This is an optimization exercise on Yosys and OpenROAD, whose aim is small area, not a production implementation. Where RTL was checked, it was by simulation tests only, not by an equivalence proof against the original. For run 1, only the layout was checked, not whether the RTL still works. Power is estimated from default activity; no workload was simulated.

==> design.v <==
package regfile_pkg;
    localparam int XLEN       = 32;
    localparam int DEF_DATA_W = XLEN;
    localparam int DEF_ADDR_W = 5;
    localparam int ZERO_IDX   = 0;
endpackage
module regfile_scoreboard
#(
    parameter int NR       = 31,
    parameter int ADDR_W   = regfile_pkg::DEF_ADDR_W,
    parameter bit ZERO_REG = 1'b1
) (
    input  logic [NR-1:0]     pend_q,
    input  logic [ADDR_W:0]   cnt_q,
    input  logic [NR-1:0]     rdec1,
    input  logic [NR-1:0]     rdec2,
    input  logic [NR-1:0]     wdec,
    input  logic              eq1,
    input  logic              eq2,
    input  logic              iss_valid,
    input  logic [ADDR_W-1:0] iss_rd,
    input  logic              wb_en,
    input  logic [ADDR_W-1:0] wb_addr,
    output logic [NR-1:0]     pend_d,
    output logic [ADDR_W:0]   cnt_d,
    output logic              rs1_busy,
    output logic              rs2_busy
);
    localparam int LO = ZERO_REG ? 1 : 0;
    logic [NR-1:0] idec, iset;
    logic          setEn, same, iss_hit, wb_hit, inc, dec;
    logic          rs1_busy_p, rs2_busy_p;
    always_comb begin
        for (int i = 0; i < NR; i++) begin
            idec[i] = iss_rd == ADDR_W'(i + LO);
        end
    end
    assign setEn  = iss_valid && (|idec || !ZERO_REG);
    assign iset   = idec & {NR{setEn}};
    assign same   = iss_rd == wb_addr;
    assign pend_d = iset | (pend_q & ~(wdec & {NR{wb_en}}));
    regfile_andor #(.N(NR)) u_iss (.a(idec),  .b(pend_q), .y(iss_hit));
    regfile_andor #(.N(NR)) u_wb  (.a(wdec),  .b(pend_q), .y(wb_hit));
    regfile_andor #(.N(NR)) u_r1  (.a(rdec1), .b(pend_q), .y(rs1_busy_p));
    regfile_andor #(.N(NR)) u_r2  (.a(rdec2), .b(pend_q), .y(rs2_busy_p));
    assign inc = setEn && !iss_hit;
    assign dec = wb_en && wb_hit && !(setEn && same);
    always_comb begin
        cnt_d = cnt_q;
        if (inc && !dec) begin
            cnt_d = cnt_q + 1'b1;
        end else if (dec && !inc) begin
            cnt_d = cnt_q - 1'b1;
        end
    end
    assign rs1_busy = rs1_busy_p && !(wb_en && eq1);
    assign rs2_busy = rs2_busy_p && !(wb_en && eq2);
endmodule
module regfile_sb
#(
    parameter int DATA_W   = regfile_pkg::DEF_DATA_W,
    parameter int ADDR_W   = regfile_pkg::DEF_ADDR_W,
    parameter bit ZERO_REG = 1'b1
) (
    input  logic              clk,
    input  logic              rst_n,
    input  logic [ADDR_W-1:0] rs1_addr,
    input  logic [ADDR_W-1:0] rs2_addr,
    output logic [DATA_W-1:0] rs1_data,
    output logic [DATA_W-1:0] rs2_data,
    output logic              rs1_busy,
    output logic              rs2_busy,
    input  logic              iss_valid,
    input  logic [ADDR_W-1:0] iss_rd,
    input  logic              wb_en,
    input  logic [ADDR_W-1:0] wb_addr,
    input  logic [DATA_W-1:0] wb_data,
    output logic [ADDR_W:0]   pend_cnt
);
    localparam int DEPTH = 1 << ADDR_W;
    localparam int LO    = ZERO_REG ? 1 : 0;
    localparam int NR    = DEPTH - LO;            
    localparam int NT    = NR + 1;                
    logic [DATA_W-1:0] mem_q [NR];
    logic [NR-1:0]     vld_q;
    logic [NR-1:0]     pend_q, pend_d;
    logic [ADDR_W:0]   cnt_q, cnt_d;
    logic [NR-1:0]     wdec, wsel, rdec1, rdec2;
    logic              eq1, eq2, byp1, byp2;
    always_comb begin
        for (int i = 0; i < NR; i++) begin
            wdec[i]  = wb_addr  == ADDR_W'(i + LO);
            rdec1[i] = rs1_addr == ADDR_W'(i + LO);
            rdec2[i] = rs2_addr == ADDR_W'(i + LO);
        end
    end
    assign wsel = wdec & {NR{wb_en}};
    always_ff @(posedge clk) begin
        for (int i = 0; i < NR; i++) begin
            if (wsel[i]) begin
                mem_q[i] <= wb_data;
            end
        end
    end
    always_ff @(posedge clk or negedge rst_n) begin
        if (!rst_n) begin
            vld_q  <= '0;
            pend_q <= '0;
            cnt_q  <= '0;
        end else begin
            vld_q  <= vld_q | wsel;
            pend_q <= pend_d;
            cnt_q  <= cnt_d;
        end
    end
    assign eq1  = wb_addr == rs1_addr;
    assign eq2  = wb_addr == rs2_addr;
    assign byp1 = rst_n && wb_en && eq1 && (|rdec1 || !ZERO_REG);
    assign byp2 = rst_n && wb_en && eq2 && (|rdec2 || !ZERO_REG);
    logic [NT-1:0]     t_sel1, t_sel2;
    logic [DATA_W-1:0] t_dat [NT];
    always_comb begin
        for (int i = 0; i < NR; i++) begin
            t_sel1[i] = rdec1[i] && vld_q[i] && !wsel[i];
            t_sel2[i] = rdec2[i] && vld_q[i] && !wsel[i];
            t_dat[i]  = mem_q[i];
        end
        t_sel1[NT-1] = byp1;
        t_sel2[NT-1] = byp2;
        t_dat[NT-1]  = wb_data;
    end
    for (genvar b = 0; b < DATA_W; b++) begin : g_bit
        logic [NT-1:0] d;
        for (genvar k = 0; k < NT; k++) begin : g_d
            assign d[k] = t_dat[k][b];
        end
        regfile_andor #(.N(NT)) u_rd1 (.a(t_sel1), .b(d), .y(rs1_data[b]));
        regfile_andor #(.N(NT)) u_rd2 (.a(t_sel2), .b(d), .y(rs2_data[b]));
    end
    regfile_scoreboard #(
        .NR       (NR),
        .ADDR_W   (ADDR_W),
        .ZERO_REG (ZERO_REG)
    ) u_scoreboard (
        .pend_q    (pend_q),
        .cnt_q     (cnt_q),
        .rdec1     (rdec1),
        .rdec2     (rdec2),
        .wdec      (wdec),
        .eq1       (eq1),
        .eq2       (eq2),
        .iss_valid (iss_valid),
        .iss_rd    (iss_rd),
        .wb_en     (wb_en),
        .wb_addr   (wb_addr),
        .pend_d    (pend_d),
        .cnt_d     (cnt_d),
        .rs1_busy  (rs1_busy),
        .rs2_busy  (rs2_busy)
    );
    assign pend_cnt = cnt_q;
endmodule
module regfile_andor
#(
    parameter int N = 3
) (
    input  logic [N-1:0] a,
    input  logic [N-1:0] b,
    output logic         y
);
    localparam int N3 = N / 3;
    localparam int NR = N % 3;
    logic [N3-1:0] s_n;
    for (genvar s = 0; s < N3; s++) begin : g_sl
        regfile_aoi222 u_s (.a(a[3*s +: 3]), .b(b[3*s +: 3]), .y(s_n[s]));
    end
    if (NR == 2) begin : g_r2
        logic r_n;
        regfile_aoi22 u_r (.a(a[N-1 -: 2]), .b(b[N-1 -: 2]), .y(r_n));
        assign y = ~&{s_n, r_n};
    end else if (NR == 1) begin : g_r1
        assign y = ~&{s_n, ~(a[N-1] & b[N-1])};
    end else begin : g_r0
        assign y = ~&s_n;
    end
endmodule
module regfile_aoi222 (
    input  logic [2:0] a,
    input  logic [2:0] b,
    output logic       y
);
    assign y = ~|(a & b);
endmodule
module regfile_aoi22 (
    input  logic [1:0] a,
    input  logic [1:0] b,
    output logic       y
);
    assign y = ~|(a & b);
endmodule
==> flow/run.sh <==
#!/bin/bash
# Standard ORFS layout with: area-oriented ABC mapping in synthesis (with the
# AND-OR-invert slice modules mapped on their own), minimum size port buffers,
# high-fanout drivers upsized before repair_design, a clock tree of larger
# clusters without dummy loads, and size recovery after global routing.
set -euo pipefail
F=$PWD/flow
CTS="-sink_clustering_enable -repair_clock_nets -dont_use_dummy_load"
CTS="$CTS -buf_list {sky130_fd_sc_hd__clkbuf_8} -sink_clustering_size 16 -sink_clustering_max_diameter 80"
bash standard.sh \
  SYNTH_SCRIPT=$F/synth.tcl AREA_ABC_SCRIPT=$F/area.abc \
  SYNTH_KEEP_MODULES="regfile_aoi222 regfile_aoi22" \
  BUFFER_PORTS_ARGS="-buffer_cell sky130_fd_sc_hd__buf_1" \
  PRE_RESIZE_TCL=$F/upsize.tcl \
  CTS_ARGS="$CTS" RECOVER_POWER=100 \
  finish > make.log 2>&1
==> flow/area.abc <==
strash
&get -n
&fraig -x
&put
scorr
dc2
dretime
strash
&get -n
&dch -f
&nf -R 1000 -p -C 32
&put
==> flow/synth.tcl <==
# The standard flow's synthesis (synth_recipe.tcl) with an area-oriented ABC mapping script.
proc synth {args} { yosys synth -nofsm -noshare {*}$args }
proc abc {args} {
  set new [list]
  set skip 0
  foreach a $args {
    if {$skip} { set skip 0; continue }
    if {$a eq "-script" || $a eq "-constr" || $a eq "-D"} { set skip 1; continue }
    lappend new $a
  }
  yosys abc -script $::env(AREA_ABC_SCRIPT) {*}$new
}
source $::env(SCRIPTS_DIR)/synth.tcl
# left out here: clear keep_hierarchy, flatten, clean up, hide names made inside functions, write 1_2_yosys.v
==> flow/upsize.tcl <==
# Upsize the drivers of high-fanout nets to their X4 variant (or X2), so that
# repair_design does not need large buffers to meet slew/capacitance limits.
proc upsize_hifo {thr} {
  set db [ord::get_db]
  set n 0
  foreach inst [[ord::get_db_block] getInsts] {
    set m [[$inst getMaster] getName]
    if {![regexp {^sky130_fd_sc_hd__(.*)_([0-9]+)$} $m -> fn sz]} continue
    if {[string match *buf* $fn] || [string match df* $fn] || [string match edf* $fn]} continue
    set fo 0
    foreach it [$inst getITerms] {
      if {[$it isOutputSignal] && [$it getNet] ne "NULL"} {
        set fo [expr {[llength [[$it getNet] getITerms]] - 1}]
      }
    }
    if {$fo < $thr} continue
    foreach s {4 2} {
      if {$s <= $sz} break
      set nm "sky130_fd_sc_hd__${fn}_$s"
      if {[$db findMaster $nm] ne "NULL"} {
        replace_cell [$inst getName] $nm
        incr n
        break
      }
    }
  }
  puts "upsize_hifo: upsized $n drivers with fanout >= $thr"
}

estimate_parasitics -placement
upsize_hifo 12
==> standard.sh <==
#!/bin/bash
# synth_recipe.tcl (not shown) runs the flow's synth.tcl, then flattens the netlist and writes it again
# the make line also repeats each setting of config.mk as NAME=value (left out here)
make -C /OpenROAD-flow-scripts/flow DESIGN_CONFIG=/design/flow/config.mk WORK_HOME=/design/flow/orfs CLKGATE_MAP_FILE= SYNTH_SCRIPT=/design/flow/synth_recipe.tcl "${@:-finish}"
==> config.mk <==
export PLATFORM = sky130hd
export DESIGN_NAME = regfile_sb
export DESIGN_NICKNAME = regfile_sb
export VERILOG_FILES = /design/flow/design.v
export SDC_FILE = /design/flow/constraint.sdc
export NUM_CORES = 4
export LEC_CHECK = 0
export ABC_AREA = 1
export CAP_MARGIN = 0
export CORE_MARGIN = 2
export CORE_UTILIZATION = 55
export GPL_TIMING_DRIVEN = 0
export SETUP_SLACK_MARGIN = 0.1
export SLEW_MARGIN = 0
==> constraint.sdc <==
create_clock -name core_clock -period 7.0 [get_ports {clk}]
set_input_delay 1.4000 -clock core_clock [delete_from_list [all_inputs] [get_ports {clk}]]
set_output_delay 1.4000 -clock core_clock [all_outputs]
set_load 0.01 [all_outputs]
==> results of run 1 <==
==> Yosys cell counts, types with 5 or more instances <==
master	count
o21ai_0	5
nor4_1	13
clkinv_1	47
nor3_1	35
xor2_1	9
dfrtp_1	68
nand3_1	16
nor2_1	137
a22oi_1	64
nor2b_1	13
a222oi_1	680
or3_1	5
nand4_1	204
edfxtp_1	992
buf_4	64
nand2_1	71
nand2b_1	39
xnor2_1	11
a21oi_1	8
and3_1	77
a22o_1	31
or2_0	6
ha_1	5
==> sequential cells by signal, indices dropped and copies added (netlist names) <==
signal  flops
cnt_q       6
mem_q     992
pend_q     31
vld_q      31
==> how the worst min path moves through the flow <==
stage                           end  slack, ns  depth (start not counted)
final                      vld_q[3]       0.47                          1
after global routing      vld_q[25]       0.50                          1
after global placement     vld_q[3]       0.45                          1
after detailed placement   vld_q[3]       0.45                          1
after CTS                  vld_q[3]       0.47                          1
after floorplan           vld_q[25]       0.43                          1
==> critical path: stages <==
cell	delay, ns
clkbuf_1	0.42
nand2b_1	0.26
nor3_1	0.78
nor2_1	0.12
o311a_1	0.16
nand4_1	0.13
a2111oi_4	0.11
nor2_2	1.14
a22oi_1	0.18
nand4_1	0.19
nor2_1	0.07
nand4_1	0.16
clkbuf_1	0.26
buf_1	0.20
==> per-module statistics from Yosys (local to each module, per instance) <==
| module | cells | copies in the design | cell area (um^2) |
|---|---|---|---|
| regfile_aoi22 | 1 | 64 | 7.51 |
| regfile_aoi222 | 1 | 680 | 10.0 |
| regfile_sb | 1881 | 1 | 36200 |
==> power groups by stage <==
stage | sequential [mW] | clock [mW] | combinational, mW
finish | 7.26 | 2.90 | 1.15
global route | 7.28 | 3.12 | 1.20
CTS | 7.25 | 2.91 | 1.13
detailed placement | 7.39 | 0 | 1.13
global placement | 7.37 | 0 | 1.08
floorplan | 7.34 | 0 | 0.579
==> repair_timing <==
action	in CTS	in global routing
gates cloned	0	1
gates resized for setup	1	8
hold buffers	0	0
pin swaps	0	1
endpoints found under the setup margin	1	58
==> routing by layer <==
| layer | part of all wire [%] | vias to the layer above | routed length [um] |
|---|---|---|---|
| li1 | - | 12800 | - |
| met1 | 34 | 16300 | 56600 |
| met2 | 44 | 3075 | 73800 |
| met3 | 15 | 535 | 24800 |
| met4 | 7.5 | 10 | 12600 |
| met5 | 0.22 | - | 368 |
==> cells by family after synthesis <==
family / synth area share [%]
muxes: 0.0259
adders and majority gates: 0.190
and+or+nand+nor: 7.63
xor gates and xnor gates: 0.403
buffers and inverters: 1.51
AOI/OAI and AO/OA: 17.8
DFF: 72.4
==> cell type report <==
type | count | area [um^2] | area share [%]
inverters | 47 | 215 | 0.459
clock buffers | 77 | 1060 | 2.26
diodes | 1 | 2.50 | 0.00534
well taps | 1050 | 1310 | 2.80
plain buffers | 64 | 458 | 0.977
repair buffers | 137 | 639 | 1.36
multi-input cells | 1455 | 11700 | 25.0
flip-flops and latches | 1060 | 31500 | 67.2
==> layout by cell type (no fill, tap or decap), drive strengths merged, types with 2 or more instances in the layout <==
master,netlist,layout
a22oi,64,64
clkinvlp,0,31
clkinv,47,16
edfxtp,992,992
and2,2,2
a2111oi,4,4
a222oi,680,680
dfrtp,68,68
nor3b,3,3
nand3,16,16
a21oi,8,8
or3,5,5
nor2b,13,13
nor2,137,138
nand4,204,204
clkbuf,0,183
xor2,9,9
nor3,35,35
a21o,2,2
a22o,31,31
nand2,71,71
or2,6,6
nand2b,39,39
ha,5,5
o31ai,2,2
buf,64,95
and3,77,77
o21ai,5,5
a311oi,2,2
nor4,13,13
xnor2,11,11
==> per-stage QoR <==
step / worst slack [ns] / instance area (um^2)
finish: -0.0000280 / 46900
global route: 0.149 / 46900
CTS: 0.115 / 47000
detailed placement: 0.112 / 45900
global placement: -3.98 / 45300
floorplan: 1.41 / 43500
==> results_dict.tcl, run 1 <==
set metrics [dict create \
    status "finished with violations" \
    violations "capacitance limit, slew limit, setup timing" \
    hold_start "vld_q[3]" \
    gp_congestion 0.942 \
    crit_path_end "rs2_data[3]" \
    worst_ir_drop_vdd_uv 222 \
    syn_avg_cell_area_um2 16.6 \
    internal_power_mw 8.48 \
    antenna_left 0 \
    ys_seq_area_share_pct 72.4 \
    clkPwrFrac_pct 25.7 \
    yosysTopAreaCell "edfxtp_1" \
    synth_top_area_share_pct 68.5 \
    clock_sinks 1060 \
    crit_arrival_ns 5.60 \
    synth_nets 2687 \
    cts_tree "built" \
    combPwrFrac_pct 10.2 \
    worst_slack_ns -0.0000280 \
    gr-total-overflow 0 \
    async_flop_share_pct 6.42 \
    syn_area_um2 43500 \
    htree_levels 3 \
    min_path_type "register to register" \
    cp-end-kind "output port" \
    final_cell_count_no_fill 3891 \
    post_drt_wl_per_cell_um 43.2 \
    p_per_area_nw_per_um2 241 \
    slew_headroom_pct -94.2 \
    track_usage_pct 40.2 \
    io_pins 128 \
    startpoint "rs2_addr[3]" \
    grt_pass1_wl_um 230000 \
    reg2reg_to "cnt_q[5]" \
    worstMarginPinSlew_ns 2.90 \
    via_per_inst 8.41 \
    fin_worst_skew_ns 0.0530 \
    p_seq_share_pct 64.1 \
    drtPass1Iterations 13 \
    drive_gt1_share_pct 8.59 \
    top_usage_layer "met2" \
    fmax_ghz 0.143 \
    hold_ws_ns 0.472 \
    drc 0 \
    cellLeakagePower_nw 14.0 \
    synth_edf_count 992 \
    switching_share_pct 25.1 \
    die_w_um 285 \
    clk_latency_ns 0.72 \
    switchingPower_mw 2.84 \
    drv_cap 56 \
    rsz0062_at_grt "yes" \
    post-cts-setup-buffers 0 \
    io_buffers 127 \
    post-dp-hpwl_um 93300 \
    drt_iter0_markers 8469 \
    n_fill_cell 6133 \
    drv_slew 1875 \
    vias 32700 \
    grt_pass1_vias 32100 \
    reg2reg_from "pend_q[0]" \
    finalCritPeriodShare_pct 100 \
    synth_ff_type "edfxtp_1" \
    critPathKind "input port to output port" \
    grt_max_degree 37 \
    yosys_warnings 4 \
    dieHeight_um 285 \
    cts_root_buf "clkbuf_8" \
    met1_usage_pct 52.2 \
    final_util_pct 59.7 \
    yosysUniqueCellTypes 39 \
    fp.dieArea_um2 81300 \
    fin_nets 2904 \
    postSynthCellCount 2625 \
    core_area_um2 78600 \
    r2r_slack_ns 3.02 \
    clk_path_buf_depth 3 \
    antenna_found_initial 4 \
    critPathLaunchType "input port" \
    gr-usage-met3_pct 10.9 \
    grt_util_met2_pct 59.9 \
    finalWirelength_um 168000 \
    ys_seq_elements 1060 \
    yosys-top-cells-area "edfxtp_1 68%, a222oi_1 16%, dfrtp_1 3.9%, nand4_1 2.9%, nor2_1 1.2%" \
    final_hold_viol_count 0 \
    cp.required_ns 5.60 \
    numCtsBuffers 77 \
    rows 103 \
    r2r_cells 14 \
    total_power_mw 11.3 \
    worstPathMaxFanout 16 \
    start_util_pct 55.3 \
    fin_setup_tns_ns -0.0000280 \
    syn2layout_area_growth_pct 7.82 \
    clk_pin_slew_ns 0.06 \
    post-route-min-period_ns 7.00 \
    setup_viol 1 \
    dp.cells 3809 \
]
==> run 2: changes to the inputs <==
--- a/design.v
+++ b/design.v
@@ -39,10 +39,15 @@
     assign iset   = idec & {NR{setEn}};
     assign same   = iss_rd == wb_addr;
     assign pend_d = iset | (pend_q & ~(wdec & {NR{wb_en}}));
-    regfile_andor #(.N(NR)) u_iss (.a(idec),  .b(pend_q), .y(iss_hit));
-    regfile_andor #(.N(NR)) u_wb  (.a(wdec),  .b(pend_q), .y(wb_hit));
-    regfile_andor #(.N(NR)) u_r1  (.a(rdec1), .b(pend_q), .y(rs1_busy_p));
-    regfile_andor #(.N(NR)) u_r2  (.a(rdec2), .b(pend_q), .y(rs2_busy_p));
+    logic [(NR+2)/3-1:0] iss_n, wb_n, r1_n, r2_n;
+    regfile_aoi_slices #(.N(NR)) u_iss (.a(idec),  .b(pend_q), .s_n(iss_n));
+    regfile_aoi_slices #(.N(NR)) u_wb  (.a(wdec),  .b(pend_q), .s_n(wb_n));
+    regfile_aoi_slices #(.N(NR)) u_r1  (.a(rdec1), .b(pend_q), .s_n(r1_n));
+    regfile_aoi_slices #(.N(NR)) u_r2  (.a(rdec2), .b(pend_q), .s_n(r2_n));
+    assign iss_hit    = ~&iss_n;
+    assign wb_hit     = ~&wb_n;
+    assign rs1_busy_p = ~&r1_n;
+    assign rs2_busy_p = ~&r2_n;
     assign inc = setEn && !iss_hit;
     assign dec = wb_en && wb_hit && !(setEn && same);
     always_comb begin
@@ -134,8 +139,11 @@
         for (genvar k = 0; k < NT; k++) begin : g_d
             assign d[k] = t_dat[k][b];
         end
-        regfile_andor #(.N(NT)) u_rd1 (.a(t_sel1), .b(d), .y(rs1_data[b]));
-        regfile_andor #(.N(NT)) u_rd2 (.a(t_sel2), .b(d), .y(rs2_data[b]));
+        logic [(NT+2)/3-1:0] s1_n, s2_n;
+        regfile_aoi_slices #(.N(NT)) u_rd1 (.a(t_sel1), .b(d), .s_n(s1_n));
+        regfile_aoi_slices #(.N(NT)) u_rd2 (.a(t_sel2), .b(d), .s_n(s2_n));
+        assign rs1_data[b] = ~&s1_n;
+        assign rs2_data[b] = ~&s2_n;
     end
     regfile_scoreboard #(
         .NR       (NR),
@@ -160,28 +168,23 @@
     );
     assign pend_cnt = cnt_q;
 endmodule
-module regfile_andor
+module regfile_aoi_slices
 #(
     parameter int N = 3
 ) (
-    input  logic [N-1:0] a,
-    input  logic [N-1:0] b,
-    output logic         y
+    input  logic [N-1:0]         a,
+    input  logic [N-1:0]         b,
+    output logic [(N+2)/3-1:0]   s_n
 );
     localparam int N3 = N / 3;
     localparam int NR = N % 3;
-    logic [N3-1:0] s_n;
     for (genvar s = 0; s < N3; s++) begin : g_sl
         regfile_aoi222 u_s (.a(a[3*s +: 3]), .b(b[3*s +: 3]), .y(s_n[s]));
     end
     if (NR == 2) begin : g_r2
-        logic r_n;
-        regfile_aoi22 u_r (.a(a[N-1 -: 2]), .b(b[N-1 -: 2]), .y(r_n));
-        assign y = ~&{s_n, r_n};
+        regfile_aoi22 u_r (.a(a[N-1 -: 2]), .b(b[N-1 -: 2]), .y(s_n[N3]));
     end else if (NR == 1) begin : g_r1
-        assign y = ~&{s_n, ~(a[N-1] & b[N-1])};
-    end else begin : g_r0
-        assign y = ~&s_n;
+        assign s_n[N3] = ~(a[N-1] & b[N-1]);
     end
 endmodule
 module regfile_aoi222 (
==> flow/run.sh (replaced) <==
#!/bin/bash
# Standard ORFS layout with: area-oriented ABC mapping in synthesis (with the
# AND-OR-invert slice modules mapped on their own), minimum size port buffers,
# high-fanout drivers upsized before repair_design, and a clock tree of larger
# clusters without dummy loads.
set -euo pipefail
F=$PWD/flow
CTS="-sink_clustering_enable -repair_clock_nets -dont_use_dummy_load"
CTS="$CTS -buf_list {sky130_fd_sc_hd__clkbuf_8} -sink_clustering_size 16 -sink_clustering_max_diameter 80"
bash standard.sh \
  SYNTH_SCRIPT=$F/synth.tcl AREA_ABC_SCRIPT=$F/area.abc \
  SYNTH_KEEP_MODULES="regfile_aoi222 regfile_aoi22" \
  BUFFER_PORTS_ARGS="-buffer_cell sky130_fd_sc_hd__buf_1" \
  PRE_RESIZE_TCL=$F/upsize.tcl \
  CTS_ARGS="$CTS" \
  finish > make.log 2>&1
--- a/config.mk
+++ b/config.mk
@@ -8,7 +8,7 @@
 export ABC_AREA = 1
 export CAP_MARGIN = 0
 export CORE_MARGIN = 2
-export CORE_UTILIZATION = 55
+export CORE_UTILIZATION = 60
 export GPL_TIMING_DRIVEN = 0
 export SETUP_SLACK_MARGIN = 0.1
 export SLEW_MARGIN = 0
==> results_dict.tcl, run 2 <==
set metrics [dict create \
    status "finished with violations" \
    violations "capacitance limit, slew limit" \
    worst_ir_drop_vdd_uv 227 \
    fmax_ghz 0.151 \
    switchingPower_mw 2.78 \
    yosysMostFrequentCell "edfxtp_1" \
    track_usage_pct 42.2 \
    cts_tree "built" \
    post-cts-setup-buffers 0 \
    synth_nets 2630 \
    final_util_pct 65.4 \
    grt_max_degree 39 \
    critPathKind "input port to output port" \
    synth_top_area_share_pct 69.2 \
    largest_reg_flops 992 \
    syn_area_um2 43100 \
    cp.required_ns 5.60 \
    grt_pass1_vias 31900 \
    post_drt_wl_per_cell_um 42.4 \
    gr-total-overflow 0 \
    synth-xor-area-share_pct 0.305 \
    syn2layout_area_growth_pct 8.14 \
    switching_share_pct 24.8 \
    gr-usage-met3_pct 12.7 \
    postCtsResizedCells 0 \
    p_per_area_nw_per_um2 240 \
    crit_path_end "rs2_data[1]" \
    yosysTopAreaCell "edfxtp_1" \
    ys_seq_area_share_pct 73.1 \
    p_seq_share_pct 64.9 \
    critPathLaunchType "input port" \
    clk_latency_ns 0.67 \
    synth_edf_count 992 \
    slew_headroom_pct -1.77 \
    yosys_warnings 4 \
    fin_worst_skew_ns 0.0432 \
    reg2reg_to "cnt_q[5]" \
    worstPathMaxFanout 32 \
    startpoint "wb_addr[0]" \
    vias 32800 \
    ys_seq_elements 1060 \
    antenna_found_initial 5 \
    io_buffers 127 \
    synth_compound_area_share_pct 18.0 \
    cellLeakagePower_nw 14.1 \
    synth_ff_type "edfxtp_1" \
    via_per_inst 8.78 \
    post-route-min-period_ns 6.62 \
    dp_worst_setup_slack_ns 0.595 \
    yosysUniqueCellTypes 40 \
    setup_viol 0 \
    worstMarginPinSlew_ns 1.53 \
    finalWirelength_um 159000 \
    synth_top_family_by_area "compound AO/OA/AOI/OAI gates" \
    drv_slew 48 \
    top_usage_layer "met2" \
    yosys.area_share.simple_pct 7.94 \
    r2r_cells 14 \
    hold_ws_ns 0.474 \
    grt_util_met2_pct 63.1 \
    clock_sinks 1060 \
    holdBufCountCts 0 \
    post-dp-hpwl_um 87900 \
    rows 98 \
    finalCritPeriodShare_pct 94.5 \
    internal_power_mw 8.41 \
    final_cell_mix "992 x edfxtp_1, 680 x a222oi_1, 200 x nand4_1" \
    fp.dieArea_um2 73900 \
    final_area_um2 46600 \
    met1_usage_pct 57.0 \
    muxShareOfSynthArea_pct 0.0261 \
    drtPass1Iterations 13 \
    yosys-top-cells-area "edfxtp_1 69%, a222oi_1 16%, dfrtp_1 4.0%, nand4_1 2.9%, and3_1 1.4%" \
    synthAdderAreaFrac_pct 0.192 \
    core_area_um2 71200 \
    drv_cap 2 \
    syn_avg_cell_area_um2 16.8 \
    min_path_type "register to register" \
    gp_congestion 1.04 \
    hold_start "cnt_q[5]" \
    worst_slack_ns 0.382 \
    antenna_left 0 \
    async_flop_share_pct 6.42 \
    die_w_um 272 \
    clk_path_buf_depth 3 \
    dieHeight_um 272 \
    drc 0 \
    io_pins 128 \
    total_power_mw 11.2 \
    top_regs "mem_q: 992 flops, pend_q: 31 flops, vld_q: 31 flops" \
    clkPwrFrac_pct 25.7 \
    postSynthCellCount 2568 \
    drive_gt1_share_pct 7.69 \
    largest_register "mem_q" \
    final_common_cell "edfxtp_1" \
    numCtsBuffers 77 \
    cts_root_buf "clkbuf_8" \
    grt_pass1_wl_um 221000 \
    placed_cell_area_um2 45400 \
    fin_nets 2847 \
    rsz0062_at_grt "no" \
    clk_pin_slew_ns 0.08 \
    final_hold_viol_count 0 \
    start_util_pct 60.5 \
    synth_common_cells "992 x edfxtp_1, 680 x a222oi_1, 200 x nand4_1, 133 x nor2_1, 94 x and3_1" \
    reg2reg_from "pend_q[6]" \
    r2r_slack_ns 2.99 \
    drt_iter0_markers 8668 \
    htree_levels 3 \
    combPwrFrac_pct 9.4 \
    crit_arrival_ns 5.22 \
    cp-end-kind "output port" \
]
==> run 2: cell count changes after synthesis, moves of 4 or more <==
cell,before,now
nand4_1,204,200
nand3_1,16,24
and2_0,2,6
or4_1,1,7
nor4_1,13,21
nor3_1,35,21
nor2_1,137,133
buf_4,64,0
nand2b_1,39,33
xor2_1,9,5
and3_1,77,94
==> run 2: cells by family after synthesis <==
kind of cell / count (synthesis)
simple gates: 634
fa+ha+maj: 6
xor+xnor: 15
compound gates: 802
buf+inv: 50
flops: 1060
mux: 1
==> run 2: stage by stage <==
| step | instances | TNS, ns |
|---|---|---|
| after detailed placement | 3652 | 0 |
| after floorplan | 2568 | 0 |
| after CTS | 3729 | 0 |
| after global routing | 3735 | 0 |
| final | 3736 | 0 |
| after global placement | 3645 | -249.99 |
==> run 2: worst min path at each step <==
stage | endpoint | slack (ns) | cells past startpoint
after detailed placement | vld_q[25] | 0.46 | 1
after CTS | cnt_q[5] | 0.48 | 1
after floorplan | vld_q[25] | 0.43 | 1
after global placement | vld_q[25] | 0.46 | 1
final | cnt_q[5] | 0.47 | 1
after global routing | cnt_q[5] | 0.50 | 1
==> run 2: Yosys stat by module, one instance, submodules excluded <==
module / cells / flip-flops and latches
regfile_sb: 1824 / 1060
regfile_aoi22: 1 / 0
regfile_aoi222: 1 / 0
==> run 2: worst max-delay path: stages <==
cell and delay (ns):
buf_1 0.35, clkinv_1 0.42, nor4_1 0.54, nand2_1 0.28, and3_4 0.46, a222oi_1 0.40
nand4_1 0.54, nor2_1 0.41, nand4_1 0.15, buf_1 0.25
==> run 2: area by class of cell <==
type	count	area, um^2
Sequential cell	1060	31500
Multi-Input combinational cell	1458	11800
Inverter	50	348
Clock buffer	77	1060
Antenna cell	3	7.51
Timing Repair Buffer	138	717
Fill cell	5004	24700
Tap cell	950	1190
==> run 2: power groups by stage <==
stage          sequential [mW]  combinational, mW  clock, mW
3_5_place_dp              7.39               1.01          0
3_3_place_gp              7.38              0.956          0
6_report                  7.26               1.05       2.88
2_1_floorplan             7.34              0.497          0
4_1_cts                   7.25               1.01       2.88
5_1_grt                   7.28               1.10       3.10
==> run 2: per-layer routing <==
metal | routed length (um) | part of all wire [%]
met1 | 54000 | 34
met2 | 69400 | 44
met3 | 26500 | 17
met4 | 8690 | 5.5
met5 | 0 | 0
==> run 3: changes to the inputs <==
--- a/config.mk
+++ b/config.mk
@@ -6,9 +6,9 @@
 export NUM_CORES = 4
 export LEC_CHECK = 0
 export ABC_AREA = 1
-export CAP_MARGIN = 0
+export CAP_MARGIN = 15
 export CORE_MARGIN = 2
 export CORE_UTILIZATION = 60
 export GPL_TIMING_DRIVEN = 0
 export SETUP_SLACK_MARGIN = 0.1
-export SLEW_MARGIN = 0
+export SLEW_MARGIN = 15
==> results_dict.tcl, run 3 <==
set metrics [dict create \
    gr-total-overflow 0 \
    critPathLaunchType "input port" \
    top_regs "mem_q: 992 flops, pend_q: 31 flops, vld_q: 31 flops" \
    setup_viol 0 \
    synth_top_area_share_pct 69.2 \
    core_area_um2 71200 \
    clk_path_buf_depth 3 \
    synth_nets 2630 \
    worst_ir_drop_vdd_uv 218 \
    grt_pass1_vias 32000 \
    max_stage_delay_ns 0.56 \
    syn_avg_cell_area_um2 16.8 \
    ys_seq_elements 1060 \
    synth_common_cells "992 x edfxtp_1, 680 x a222oi_1, 200 x nand4_1, 133 x nor2_1, 94 x and3_1" \
    path_buf_inv 2 \
    track_usage_pct 42.0 \
    yosysMostFrequentCell "edfxtp_1" \
    post-route-min-period_ns 6.72 \
    muxShareOfSynthArea_pct 0.0261 \
    dp_worst_setup_slack_ns 0.569 \
    reg2reg_from "pend_q[18]" \
    drtPass1Iterations 14 \
    switching_share_pct 24.8 \
    yosysTopAreaCell "edfxtp_1" \
    holdBufCountCts 0 \
    postCtsResizedCells 0 \
    grt_max_degree 36 \
    rsz0062_at_grt "no" \
    cp-end-kind "output port" \
    clk_latency_ns 0.68 \
    postSynthCellCount 2568 \
    yosysUniqueCellTypes 40 \
    final_cell_mix "992 x edfxtp_1, 680 x a222oi_1, 200 x nand4_1" \
    synth_edf_count 992 \
    min_path_type "register to register" \
    fin_worst_skew_ns 0.0577 \
    cts_root_buf "clkbuf_8" \
    critPathKind "input port to output port" \
    htree_levels 3 \
    drc 0 \
    fp.dieArea_um2 73900 \
    worstPathMaxFanout 32 \
    die_w_um 272 \
    syn_area_um2 43100 \
    total_power_mw 11.2 \
    path_delay_family "simple AND/OR/NAND/NOR gates" \
    combPwrFrac_pct 9.4 \
    hold_ws_ns 0.472 \
    antenna_left 0 \
    gp_congestion 1.04 \
    cellLeakagePower_nw 14.1 \
    drv_cap 0 \
    yosys-top-cells-area "edfxtp_1 69%, a222oi_1 16%, dfrtp_1 4.0%, nand4_1 2.9%, and3_1 1.4%" \
    clkPwrFrac_pct 25.8 \
    io_pins 128 \
    start_util_pct 60.5 \
    startpoint "wb_addr[1]" \
    final_hold_viol_count 0 \
    drt_iter0_markers 8751 \
    p_seq_share_pct 64.8 \
    largest_register "mem_q" \
    synth-xor-area-share_pct 0.305 \
    cp_slowest_cell "buf_1" \
    status "finished clean" \
    dieHeight_um 272 \
    cp.required_ns 5.60 \
    internal_power_mw 8.42 \
    hold_start "vld_q[25]" \
    synth_compound_area_share_pct 18.0 \
    n_fill_cell 5014 \
    numCtsBuffers 78 \
    finalWirelength_um 158000 \
    finalCritPeriodShare_pct 95.9 \
    slew_headroom_pct 10.3 \
    cts_tree "built" \
    yosys.area_share.simple_pct 7.94 \
    via_per_inst 8.74 \
    synth_ff_type "edfxtp_1" \
    synth_top_family_by_area "compound AO/OA/AOI/OAI gates" \
    antenna_found_initial 4 \
    clk_pin_slew_ns 0.04 \
    worst_slack_ns 0.284 \
    fmax_ghz 0.149 \
    fin_nets 2850 \
    dp.cells 3658 \
    crit_arrival_ns 5.32 \
    post-dp-hpwl_um 89100 \
    drive_gt1_share_pct 8.04 \
    drv_slew 0 \
    final_common_cell "edfxtp_1" \
    post-cts-setup-buffers 0 \
    fin_setup_tns_ns 0 \
    clock_sinks 1060 \
    worstMarginPinSlew_ns 1.34 \
    yosys_warnings 4 \
    ys_seq_area_share_pct 73.1 \
    final_cell_count_no_fill 3738 \
    switchingPower_mw 2.77 \
    vias 32700 \
    synthAdderAreaFrac_pct 0.192 \
    grt_pass1_wl_um 220000 \
    post_drt_wl_per_cell_um 42.3 \
    p_per_area_nw_per_um2 240 \
    crit_path_cell_trace "buf_1 > nor2b_1 > and3_1 > nand2_1 > and3_4 > a222oi_1 > nand4_1 > nor2_1 > nand4_1 > buf_1" \
    largest_reg_flops 992 \
    rows 98 \
    async_flop_share_pct 6.42 \
    io_buffers 127 \
    syn2layout_area_growth_pct 8.38 \
]
==> run 3: worst register-to-register path: stages, from the launching register on <==
cell and delay [ns]:
dfrtp_1 0.45, a222oi_1 0.42, nand3_1 0.24, a2111oi_0 0.92, and3_1 0.29, ha_1 0.20, clkinv_1 0.20, ha_1 0.33
a21o_1 0.18, a21oi_1 0.23, o21bai_1 0.10, a21oi_1 0.19, a21oi_1 0.09, o21ai_0 0.10, xnor2_1 0.14
==> run 3: power groups by stage <==
stage / clock (mW) / sequential [mW] / combinational [mW]
6_report: 2.88 / 7.26 / 1.05
5_1_grt: 3.11 / 7.28 / 1.10
4_1_cts: 2.89 / 7.25 / 1.01
3_5_place_dp: 0 / 7.39 / 1.01
3_3_place_gp: 0 / 7.38 / 0.956
2_1_floorplan: 0 / 7.34 / 0.497
==> run 3: through the flow <==
| stage | util [%] | instance area, um^2 |
|---|---|---|
| final | 65.5 | 46700 |
| after detailed placement | 64.0 | 45600 |
| after global placement | 62.8 | 44700 |
| after CTS | 65.5 | 46700 |
| after global routing | 65.5 | 46700 |
| after floorplan | - | 43100 |
==> run 3: cells by family after synthesis <==
family / Yosys count
simple gates: 634
flops: 1060
compound gates: 802
buf+inv: 50
mux: 1
fa+ha+maj: 6
xor+xnor: 15
==> run 3: path summary, 6_finish.rpt <==
path                       cells past startpoint           end  slack, ns
setup / recovery                              10  rs1_data[27]       0.28
hold / removal                                 1     vld_q[25]       0.47
setup reg to reg                              14      cnt_q[5]       2.82
hold reg to reg                                1     vld_q[25]       0.47
max in group asynchronous                      3    pend_q[25]       5.75
min in group asynchronous                      1      cnt_q[2]       0.52
==> run 3: routing by layer <==
layer  track usage (%)  share of wire [%]  vias to the layer above
li1                  -                  -                    12700
met1              56.4                 34                    16100
met2              62.4                 43                     3310
met3              12.9                 17                      542
met4              21.9                5.6                        2
met5                 0             0.0082                        -
==> run 3: final cells by class <==
class | instances | area (um^2) | share of cell area, %
antenna | 2 | 5.00 | 0.0107
clock buffer | 78 | 1070 | 2.30
inverter | 50 | 348 | 0.745
timing repair buffer | 140 | 808 | 1.73
multi-input combinational | 1458 | 11800 | 25.2
sequential | 1060 | 31500 | 67.5
tap | 950 | 1190 | 2.55
==> run 3: per-module statistics from Yosys (local to each module, per instance) <==
module / times used / cell area [um^2]
regfile_sb: 1 / 35800
regfile_aoi22: 64 / 7.51
regfile_aoi222: 680 / 10.0
==> run 4: changes to the inputs <==
--- a/flow/upsize.tcl
+++ b/flow/upsize.tcl
@@ -1,4 +1,4 @@
-# Upsize the drivers of high-fanout nets to their X4 variant (or X2), so that
+# Upsize the drivers of high-fanout nets to their X2 variant (or X4), so that
 # repair_design does not need large buffers to meet slew/capacitance limits.
 proc upsize_hifo {thr} {
   set db [ord::get_db]
@@ -14,8 +14,8 @@
       }
     }
     if {$fo < $thr} continue
-    foreach s {4 2} {
-      if {$s <= $sz} break
+    foreach s {2 4} {
+      if {$s <= $sz} continue
       set nm "sky130_fd_sc_hd__${fn}_$s"
       if {[$db findMaster $nm] ne "NULL"} {
         replace_cell [$inst getName] $nm
==> results_dict.tcl, run 4 <==
set metrics [dict create \
    drt_iter0_markers 8548 \
    dp.cells 3660 \
    reg2reg_from "pend_q[18]" \
    start_util_pct 60.5 \
    die_w_um 272 \
    hold_start "vld_q[25]" \
    post-route-min-period_ns 6.84 \
    cp.required_ns 5.60 \
    switchingPower_mw 2.76 \
    p_seq_share_pct 64.9 \
    grt_max_degree 36 \
    io_pins 128 \
    clk_pin_slew_ns 0.07 \
    clkPwrFrac_pct 25.7 \
    largest_register "mem_q" \
    final_common_cell "edfxtp_1" \
    worst_slack_ns 0.158 \
    slew_headroom_pct 13.5 \
    clock_sinks 1060 \
    post-dp-hpwl_um 89400 \
    fmax_ghz 0.146 \
    yosys_warnings 4 \
    drv_cap 0 \
    drv_slew 0 \
    grt_pass1_wl_um 219000 \
    dp_worst_setup_slack_ns 0.379 \
    yosysUniqueCellTypes 40 \
    post_drt_wl_per_cell_um 42.3 \
    hold_ws_ns 0.478 \
    fin_setup_tns_ns 0 \
    combPwrFrac_pct 9.4 \
    finalCritPeriodShare_pct 97.7 \
    internal_power_mw 8.42 \
    clk_latency_ns 0.67 \
    track_usage_pct 41.9 \
    synth_ff_type "edfxtp_1" \
    numCtsBuffers 78 \
    core_area_um2 71200 \
    clk_path_buf_depth 3 \
    ys_seq_elements 1060 \
    drtPass1Iterations 13 \
    max_stage_delay_ns 0.62 \
    crit_arrival_ns 5.44 \
    io_buffers 127 \
    final_hold_viol_count 0 \
    setup_viol 0 \
    fin_worst_skew_ns 0.0466 \
    cts_root_buf "clkbuf_8" \
    synth_edf_count 992 \
    antenna_left 0 \
    syn_area_um2 43100 \
    largest_reg_flops 992 \
    cellLeakagePower_nw 14.3 \
    ys_seq_area_share_pct 73.1 \
    htree_levels 3 \
    rsz0062_at_grt "yes" \
    final_cell_count_no_fill 3743 \
    worst_ir_drop_vdd_uv 219 \
    antenna_found_initial 5 \
    hold_depth 1 \
    via_per_inst 8.74 \
    r2r_cells 14 \
    synth_common_cells "992 x edfxtp_1, 680 x a222oi_1, 200 x nand4_1, 133 x nor2_1, 94 x and3_1" \
    async_flop_share_pct 6.42 \
    postSynthCellCount 2568 \
    r2r_slack_ns 2.96 \
    synth_top_area_share_pct 69.2 \
    fin_nets 2852 \
    drc 0 \
    yosysTopAreaCell "edfxtp_1" \
    cts_tree "built" \
    hold-path-endpoint "vld_q[25]" \
    fp.dieArea_um2 73900 \
    gr-total-overflow 0 \
    worstPathMaxFanout 32 \
    drive_gt1_share_pct 8.18 \
    vias 32700 \
    post-cts-setup-buffers 0 \
    critPathKind "input port to output port" \
    holdBufCountCts 0 \
    finalWirelength_um 158000 \
    grt_pass1_vias 31900 \
    worstMarginPinSlew_ns 1.30 \
    p_per_area_nw_per_um2 241 \
    top_regs "mem_q: 992 flops, pend_q: 31 flops, vld_q: 31 flops" \
    critPathLaunchType "input port" \
    reg2reg_to "cnt_q[5]" \
    syn2layout_area_growth_pct 7.76 \
    cp_slowest_cell "and3_2" \
    final_cell_mix "992 x edfxtp_1, 680 x a222oi_1, 200 x nand4_1" \
    synth_nets 2630 \
    dieHeight_um 272 \
    switching_share_pct 24.7 \
    cp-end-kind "output port" \
    yosys-top-cells-area "edfxtp_1 69%, a222oi_1 16%, dfrtp_1 4.0%, nand4_1 2.9%, and3_1 1.4%" \
    min_path_type "register to register" \
    gp_congestion 1.04 \
    yosysMostFrequentCell "edfxtp_1" \
    rows 98 \
    syn_avg_cell_area_um2 16.8 \
    status "finished clean" \
    crit_path_cell_trace "buf_1 > nor2b_1 > and3_1 > nand2_1 > and3_2 > a222oi_1 > nand4_1 > nor2_1 > nand4_1 > buf_1" \
]
==> run 4: timing repair <==
| item | in CTS | in global routing |
|---|---|---|
| gates resized for setup | 0 | 4 |
| endpoints found under the hold margin | 0 | 0 |
| endpoints found under the setup margin | 0 | 11 |
==> run 4: worst max-delay path by stage <==
stage,from,endpoint,slack (ns),depth (start not counted)
3_3_place_gp,rst_n,rs1_data[15],-4.32,6
6_report,wb_addr[1],rs2_data[27],0.16,10
3_5_place_dp,wb_addr[4],rs1_data[30],0.38,10
5_1_grt,wb_addr[0],rs1_data[27],0.09,10
2_1_floorplan,rs1_addr[4],rs1_data[0],1.35,8
4_1_cts,wb_addr[4],rs1_data[30],0.38,10
==> run 4: cells by family after synthesis <==
logic type / synth area share [%]
xor+xnor: 0.305
compound gates: 18.0
mux: 0.0261
flops: 73.1
simple gates: 7.94
fa+ha+maj: 0.192
buf+inv: 0.436
==> run 4: stage by stage <==
stage / util, % / instance area, um^2 / power, mW
after floorplan: - / 43100 / 7.84
after global placement: 62.8 / 44700 / 8.34
after detailed placement: 63.6 / 45300 / 8.39
after CTS: 65.1 / 46400 / 11.1
after global routing: 65.1 / 46400 / 11.5
final: 65.1 / 46400 / 11.2
==> run 4: cell type report <==
cell class | instances | area, um^2
repair buffers | 142 | 865
multi-input cells | 1458 | 11600
diodes | 5 | 12.5
flip-flops and latches | 1060 | 31500
inverters | 50 | 228
clock buffers | 78 | 1070
well taps | 950 | 1190
fillers | 5085 | 24800
==> run 4: per-module statistics from Yosys, one instance, submodules excluded <==
module          cells  area, um^2  flip-flops and latches  times used
regfile_aoi22       1        7.51                       0          64
regfile_aoi222      1        10.0                       0         680
regfile_sb       1824       35800                    1060           1
==> run 4: power groups by stage <==
stage               Sequential [mW]  Clock, mW  Combinational, mW
global placement               7.38          0              0.956
global route                   7.27       3.10               1.10
CTS                            7.24       2.89               1.01
detailed placement             7.38          0               1.01
floorplan                      7.34          0              0.497
finish                         7.25       2.88               1.05
==> run 4: worst max-delay path, delay by kind of cell <==
family | cells | cell delay, ns
AO/OA/AOI/OAI | 1 | 0.52
buffers and inverters | 2 | 0.73
AND/OR/NAND/NOR | 7 | 2.74
==> run 4: layer usage <==
metal  track usage (%)  up-vias  wire length [um]
li1                  -    12700                 -
met1              55.5    16200             53100
met2              62.4     3256             69200
met3              14.1      548             27500
met4              21.7        0              8610
met5                 0        -                 0
==> run 5: changes to the inputs <==
==> flow/area.abc (replaced) <==
strash
&get -n
&fraig -x
&put
scorr
dc2
dretime
strash
&get -n
&dch -f
&nf -R 1000 -p
&put
strash
&get -n
&synch2
&nf -R 1000 -p
&put
==> results_dict.tcl, run 5 <==
set metrics [dict create \
    rows 97 \
    synth_edf_count 992 \
    reg2reg_from "pend_q[18]" \
    antenna_found_initial 3 \
    io_buffers 127 \
    postSynthCellCount 2543 \
    p_per_area_nw_per_um2 238 \
    fp.dieArea_um2 73400 \
    gr-total-overflow 0 \
    grt_pass1_wl_um 228000 \
    finalCritPeriodShare_pct 96.5 \
    hold_ws_ns 0.478 \
    multi_input_area_um2 11500 \
    via_per_inst 8.92 \
    drtPass1Iterations 13 \
    min_path_type "register to register" \
    worstPathMaxFanout 32 \
    antenna_left 0 \
    cp.required_ns 5.60 \
    yosysMostFrequentCell "edfxtp_1" \
    largest_reg_flops 992 \
    syn_avg_cell_area_um2 16.8 \
    yosys-top-cells-area "edfxtp_1 70%, a222oi_1 16%, dfrtp_1 4.0%, nand4_1 2.9%, nor2_1 1.4%" \
    fin_worst_skew_ns 0.0118 \
    ff_latch_area_um2 31500 \
    crit_arrival_ns 5.36 \
    post-cts-setup-buffers 0 \
    fin_nets 2866 \
    ys_seq_elements 1060 \
    start_util_pct 60.9 \
    post_drt_wl_per_cell_um 44.4 \
    drt_iter0_markers 8945 \
    largest_register "mem_q" \
    drv_slew 0 \
    n_fill_cell 4918 \
    final_cell_count_no_fill 3743 \
    synth_ff_type "edfxtp_1" \
    postCtsResizedCells 0 \
    clock_sinks 1060 \
    yosysUniqueCellTypes 38 \
    final_cell_mix "992 x edfxtp_1, 680 x a222oi_1, 201 x nand4_1" \
    clk_path_buf_depth 3 \
    hold_start "vld_q[30]" \
    ys_seq_area_share_pct 73.6 \
    drv_cap 0 \
    gp_congestion 0.948 \
    cts_root_buf "clkbuf_8" \
    rsz0062_at_grt "no" \
    status "finished clean" \
    finalWirelength_um 166000 \
    htree_levels 3 \
    setup_viol 0 \
    syn2layout_area_growth_pct 9.60 \
    cts_tree "built" \
    slew_headroom_pct 10.3 \
    grt_max_degree 34 \
    yosys_warnings 4 \
    top_regs "mem_q: 992 flops, pend_q: 31 flops, vld_q: 31 flops" \
    synth_common_cells "992 x edfxtp_1, 680 x a222oi_1, 201 x nand4_1, 163 x nor2_1, 70 x nand2_1" \
    critPathKind "input port to output port" \
    track_usage_pct 44.2 \
    dieHeight_um 271 \
    syn_area_um2 42800 \
    synth_top_area_share_pct 69.6 \
    cellLeakagePower_nw 14.3 \
    drive_gt1_share_pct 9.39 \
    post-route-min-period_ns 6.76 \
    async_flop_share_pct 6.42 \
    drc 0 \
    worst_ir_drop_vdd_uv 195 \
    fmax_ghz 0.148 \
    vias 33400 \
    post-dp-hpwl_um 94600 \
    critPathLaunchType "input port" \
    numCtsBuffers 76 \
    startpoint "wb_addr[0]" \
    dp.cells 3664 \
    io_pins 128 \
    clk_pin_slew_ns 0.10 \
    yosysTopAreaCell "edfxtp_1" \
    final_common_cell "edfxtp_1" \
    cp-end-kind "output port" \
    final_hold_viol_count 0 \
    clk_latency_ns 0.69 \
    synth_nets 2605 \
    worstMarginPinSlew_ns 1.35 \
    grt_pass1_vias 32400 \
    die_w_um 271 \
    holdBufCountCts 0 \
    core_area_um2 70300 \
]
## run 5: changes by cell type after synthesis, sizes merged, moves of 13 or more
cell / change
o21ai: +33
a22o: -24
and3: -52
nor2: +30
nand3: -13
nor3: +28
nor4: -18
clkinv: -22
## run 5: critical path, stage by stage
cell and delay [ns]:
buf_1 0.62, nand3_1 0.51, nor2_1 0.28, nand2_1 0.20
and3_2 0.71, a222oi_1 0.60, nand4_1 0.32, nor2_1 0.24
nand4_1 0.23, buf_1 0.20
## run 5: Yosys stat by module (local to each module, per instance)
| module | area [um^2] | cells inside |
|---|---|---|
| regfile_aoi22 | 7.51 | 1 |
| regfile_aoi222 | 10.0 | 1 |
| regfile_sb | 35500 | 1799 |
## run 5: kinds of logic (layout without fill, tap and decap cells)
kind of cell    Yosys count  after routing  share of synthesized area, %
flops                  1060           1060                          73.6
compound gates          805            805                          17.9
simple gates            622            622                          7.59
buf+inv                  28            287                         0.246
xor+xnor                 21             21                         0.430
fa+ha+maj                 6              6                         0.193
mux                       1              1                        0.0263
other cells               0              1                             0
## run 5: layout make-up
| class | instances | share of cell area, % |
|---|---|---|
| inverter | 28 | 0.288 |
| multi-input combinational | 1455 | 24.6 |
| timing repair buffer | 183 | 3.22 |
| clock buffer | 76 | 2.23 |
| tap | 940 | 2.51 |
| antenna | 1 | 0.00534 |
| sequential | 1060 | 67.2 |
## run 5: worst paths after layout
check / end / slack (ns) / cells past startpoint
setup / recovery: rs2_data[0] / 0.24 / 10
hold / removal: vld_q[30] / 0.48 / 1
setup reg to reg: cnt_q[5] / 3.33 / 15
hold reg to reg: vld_q[30] / 0.48 / 1
max in group asynchronous: vld_q[1] / 5.70 / 2
min in group asynchronous: cnt_q[2] / 0.68 / 1
## run 5: per-layer routing
metal	global-route usage, %	share of wire (%)
met1	58.6	32
met2	65.0	44
met3	13.7	18
met4	25.8	6.8
met5	0	0.014
## run 5: metrics by stage
stage	power [mW]	area, um^2	setup TNS (ns)	util (%)	setup slack, ns
finish	11.2	46900	0	66.7	0.244
global route	11.4	46900	0	66.7	0.248
CTS	11.1	46800	0	66.6	0.294
detailed placement	8.39	45700	0	65.1	0.285
global placement	8.31	44400	-257.90	63.2	-3.97
floorplan	7.82	42800	0	-	1.43
## run 5: power by group
part / switching, mW / internal [mW] / total, mW
logic: 0.727 / 0.309 / 1.04
clock network: 1.89 / 0.979 / 2.87
registers: 0.165 / 7.10 / 7.26
==> run 6: changes to the inputs <==
==> flow/run.sh (replaced) <==
#!/bin/bash
# Standard ORFS layout with: area-oriented ABC mapping in synthesis (with the
# AND-OR-invert slice modules mapped on their own), minimum size port buffers,
# high-fanout drivers upsized before repair_design, a clock tree of larger
# clusters without dummy loads, and size recovery after global routing
# followed by a slew, capacitance and setup repair.
set -euo pipefail
F=$PWD/flow
CTS="-sink_clustering_enable -repair_clock_nets -dont_use_dummy_load"
CTS="$CTS -buf_list {sky130_fd_sc_hd__clkbuf_8} -sink_clustering_size 16 -sink_clustering_max_diameter 80"
bash standard.sh \
  SYNTH_SCRIPT=$F/synth.tcl AREA_ABC_SCRIPT=$F/area.abc \
  SYNTH_KEEP_MODULES="regfile_aoi222 regfile_aoi22" \
  BUFFER_PORTS_ARGS="-buffer_cell sky130_fd_sc_hd__buf_1" \
  PRE_RESIZE_TCL=$F/upsize.tcl \
  CTS_ARGS="$CTS" RECOVER_POWER=100 POST_GLOBAL_ROUTE_TCL=$F/postgrt.tcl \
  finish > make.log 2>&1
==> flow/area.abc (replaced) <==
strash
&get -n
&fraig -x
&put
scorr
dc2
dretime
strash
&get -n
&dch -f
&nf -R 1000 -p -C 32
&put
==> flow/postgrt.tcl (new file) <==
# After power (size) recovery at global route: repair any slew, capacitance
# or setup damage it caused, then re-legalize and re-route the changed nets.
log_cmd estimate_parasitics -global_routing
log_cmd global_route -start_incremental
log_cmd repair_design -slew_margin 10 -cap_margin 10 -verbose
log_cmd estimate_parasitics -global_routing
log_cmd repair_timing -setup -setup_margin $::env(SETUP_SLACK_MARGIN) -verbose
log_cmd detailed_placement
log_cmd global_route -end_incremental
log_cmd estimate_parasitics -global_routing
report_worst_slack -max
--- a/flow/upsize.tcl
+++ b/flow/upsize.tcl
@@ -1,4 +1,4 @@
-# Upsize the drivers of high-fanout nets to their X2 variant (or X4), so that
+# Upsize the drivers of high-fanout nets to their X4 variant (or X2), so that
 # repair_design does not need large buffers to meet slew/capacitance limits.
 proc upsize_hifo {thr} {
   set db [ord::get_db]
@@ -14,8 +14,8 @@
       }
     }
     if {$fo < $thr} continue
-    foreach s {2 4} {
-      if {$s <= $sz} continue
+    foreach s {4 2} {
+      if {$s <= $sz} break
       set nm "sky130_fd_sc_hd__${fn}_$s"
       if {[$db findMaster $nm] ne "NULL"} {
         replace_cell [$inst getName] $nm
--- a/config.mk
+++ b/config.mk
@@ -6,9 +6,9 @@
 export NUM_CORES = 4
 export LEC_CHECK = 0
 export ABC_AREA = 1
-export CAP_MARGIN = 15
+export CAP_MARGIN = 0
 export CORE_MARGIN = 2
 export CORE_UTILIZATION = 60
 export GPL_TIMING_DRIVEN = 0
 export SETUP_SLACK_MARGIN = 0.1
-export SLEW_MARGIN = 15
+export SLEW_MARGIN = 0
==> results_dict.tcl, run 6 <==
set metrics [dict create \
    status "finished clean" \
    async_flop_share_pct 6.42 \
    io_pins 128 \
    worstMarginPinSlew_ns 1.39 \
    post_drt_wl_per_cell_um 42.4 \
    fin_nets 2881 \
    finalCritPeriodShare_pct 97.7 \
    ys_seq_area_share_pct 73.1 \
    critPathLaunchType "input port" \
    syn_area_um2 43100 \
    io_buffers 127 \
    synth_common_cells "992 x edfxtp_1, 680 x a222oi_1, 200 x nand4_1, 133 x nor2_1, 94 x and3_1" \
    holdBufCountCts 0 \
    clock_sinks 1060 \
    syn2layout_area_growth_pct 9.41 \
    cellLeakagePower_nw 14.1 \
    crit_arrival_ns 5.44 \
    fin_setup_tns_ns 0 \
    worstPathMaxFanout 32 \
    htree_levels 3 \
    clk_latency_ns 0.68 \
    synth_edf_count 992 \
    post-dp-hpwl_um 87900 \
    post-route-min-period_ns 6.84 \
    worst_ir_drop_vdd_uv 227 \
    hold-path-endpoint "cnt_q[5]" \
    clk_path_buf_depth 3 \
    drc 0 \
    reg2reg_from "pend_q[18]" \
    final_cell_mix "992 x edfxtp_1, 680 x a222oi_1, 200 x nand4_1" \
    top_regs "mem_q: 992 flops, pend_q: 31 flops, vld_q: 31 flops" \
    final_hold_viol_count 0 \
    hold_start "cnt_q[5]" \
    die_w_um 272 \
    ys_seq_elements 1060 \
    grt_max_degree 39 \
    gp_congestion 1.04 \
    multi_input_area_um2 11700 \
    yosys-top-cells-area "edfxtp_1 69%, a222oi_1 16%, dfrtp_1 4.0%, nand4_1 2.9%, and3_1 1.4%" \
    via_per_inst 8.73 \
    setup_viol 0 \
    fmax_ghz 0.146 \
    hold_depth 1 \
    yosysTopAreaCell "edfxtp_1" \
    critPathKind "input port to output port" \
    syn_avg_cell_area_um2 16.8 \
    drtPass1Iterations 12 \
    numCtsBuffers 77 \
    grt_pass1_wl_um 221000 \
    cp.required_ns 5.60 \
    post-cts-setup-buffers 0 \
    fp.dieArea_um2 73900 \
    drv_cap 0 \
    cp-end-kind "output port" \
    antenna_left 0 \
    finalWirelength_um 160000 \
    postSynthCellCount 2568 \
    drive_gt1_share_pct 8.56 \
    dieHeight_um 272 \
    fin_worst_skew_ns 0.0431 \
    synth_ff_type "edfxtp_1" \
    start_util_pct 60.5 \
    synth_top_area_share_pct 69.2 \
    slew_headroom_pct 7.44 \
    grt_pass1_vias 31900 \
    vias 32900 \
    rows 98 \
    largest_register "mem_q" \
    yosysMostFrequentCell "edfxtp_1" \
    yosys_warnings 4 \
    drt_iter0_markers 8721 \
    antenna_found_initial 5 \
    r2r_cells 14 \
    gr-total-overflow 0 \
    min_path_type "register to register" \
    p_per_area_nw_per_um2 238 \
    cts_root_buf "clkbuf_8" \
    clk_pin_slew_ns 0.08 \
    largest_reg_flops 992 \
    ff_latch_area_um2 31500 \
    r2r_slack_ns 2.97 \
    synth_nets 2630 \
    yosysUniqueCellTypes 40 \
    final_common_cell "edfxtp_1" \
    total_power_mw 11.2 \
    track_usage_pct 42.2 \
    reg2reg_to "cnt_q[5]" \
    postCtsResizedCells 0 \
    n_fill_cell 4955 \
    drv_slew 0 \
    cts_tree "built" \
    core_area_um2 71200 \
]
## run 6: cell count changes after synthesis, sizes merged, moves of 11 or more
cell	change
nand3	+13
nor4	+18
nor3	-28
nand2b	-11
and3	+52
o21ai	-33
nor2	-30
clkinv	+22
a22o	+24
## run 6: routing by layer
layer | global-route usage [%] | up-vias | part of all wire, %
met2 | 63.1 | 3304 | 44
met1 | 57.0 | 16400 | 34
met4 | 20.7 | 0 | 4.8
li1 | - | 12800 | -
met5 | 0 | - | 0
met3 | 12.7 | 488 | 17
## run 6: modules after synthesis, one instance, submodules excluded
module / copies in the design / flops+latches
regfile_aoi22: 64 / 0
regfile_aoi222: 680 / 0
regfile_sb: 1 / 1060
## run 6: worst max-delay path: stages
cell      delay [ns]
clkbuf_1        0.73
clkinv_4        0.29
nor4_1          0.62
nand2_1         0.32
and3_2          0.66
a222oi_1        0.52
nand4_1         0.16
nor2_1          0.13
nand4_1         0.33
buf_1           0.24
## run 6: layout make-up
class,count,share of cell area (%)
diodes,3,0.0159
clock buffers,77,2.25
inverters,50,0.653
multi-input cells,1458,24.9
flip-flops and latches,1060,66.8
well taps,950,2.52
repair buffers,172,2.83
## run 6: worst max-delay path by stage
stage	slack (ns)	end	cells after the start	start
after floorplan	1.35	rs1_data[0]	8	rs1_addr[4]
after global placement	-4.32	rs1_data[15]	6	rst_n
after detailed placement	0.60	rs1_data[27]	10	wb_addr[0]
after CTS	0.58	rs1_data[27]	10	wb_addr[0]
final	0.16	rs2_data[15]	10	wb_addr[4]
## run 6: power by group
group	switching [mW]	total, mW	internal (mW)
registers	0.163	7.26	7.10
logic	0.734	1.06	0.327
clock network	1.90	2.89	0.990
## run 6: stage by stage
step | instance area, um^2 | instances | hold slack (ns) | util (%) | setup WS, ns
floorplan | 43100 | 2568 | 0.435 | - | 1.35
global placement | 44700 | 3645 | 0.455 | 62.8 | -4.32
detailed placement | 45400 | 3652 | 0.456 | 63.7 | 0.595
CTS | 46500 | 3729 | 0.481 | 65.2 | 0.581
finish | 47100 | 3770 | 0.474 | 66.1 | 0.158
## run 6: cell families after synthesis
family	Yosys count	share of synthesized area, %
fa+ha+maj	6	0.192
xor+xnor	15	0.305
simple gates	634	7.94
compound gates	802	18.0
buf+inv	50	0.436
flops	1060	73.1
mux	1	0.0261

==> afterwards: timing with drivers on the ports <==
No port has a modelled driver above. Below, the same layouts with a new extraction and two added sets of constraints. Step 1 (the two cells are an assumption about what drives the block):
set clk [get_ports {clk}]
set_driving_cell -lib_cell sky130_fd_sc_hd__clkbuf_16 $clk
set_driving_cell -lib_cell sky130_fd_sc_hd__buf_2 [delete_from_list [all_inputs] $clk]
Step 2 times the ports against the registers' clock, not the clock port: input delays grow and output delays shrink by t, the midpoint of the rising clock arrivals with the driver on. Slacks: no drivers / after step 1 / after step 2; pairs: no drivers / after step 1.
run | shift t [ns] | slack for setup (ns) | latest minus earliest clock arrival (ns) | worst slew at a driven data input, ns | max-slew violations | pins driven straight from the clock port
run 1 | 0.762 | 0.000 / -0.026 / -0.280 | 0.092 / 0.092 | 0.15 | 1875 / 1876 | 1
run 2 | 0.750 | 0.382 / 0.358 / 0.358 | 0.107 / 0.107 | 0.12 | 48 / 48 | 1
run 3 | 0.742 | 0.284 / 0.258 / 0.258 | 0.109 / 0.109 | 0.13 | 0 / 0 | 1
run 4 | 0.740 | 0.158 / 0.132 / 0.132 | 0.111 / 0.111 | 0.13 | 0 / 0 | 1
run 5 | 0.746 | 0.244 / 0.217 / 0.217 | 0.096 / 0.097 | 0.15 | 0 / 0 | 1
run 6 | 0.754 | 0.158 / 0.126 / 0.126 | 0.101 / 0.101 | 0.12 | 0 / 0 | 1
With drivers on, slew violations rise in run 1. The setup slack of run 1, which loses most, moves by -0.026 ns with the drivers and by -0.280 ns with both steps.
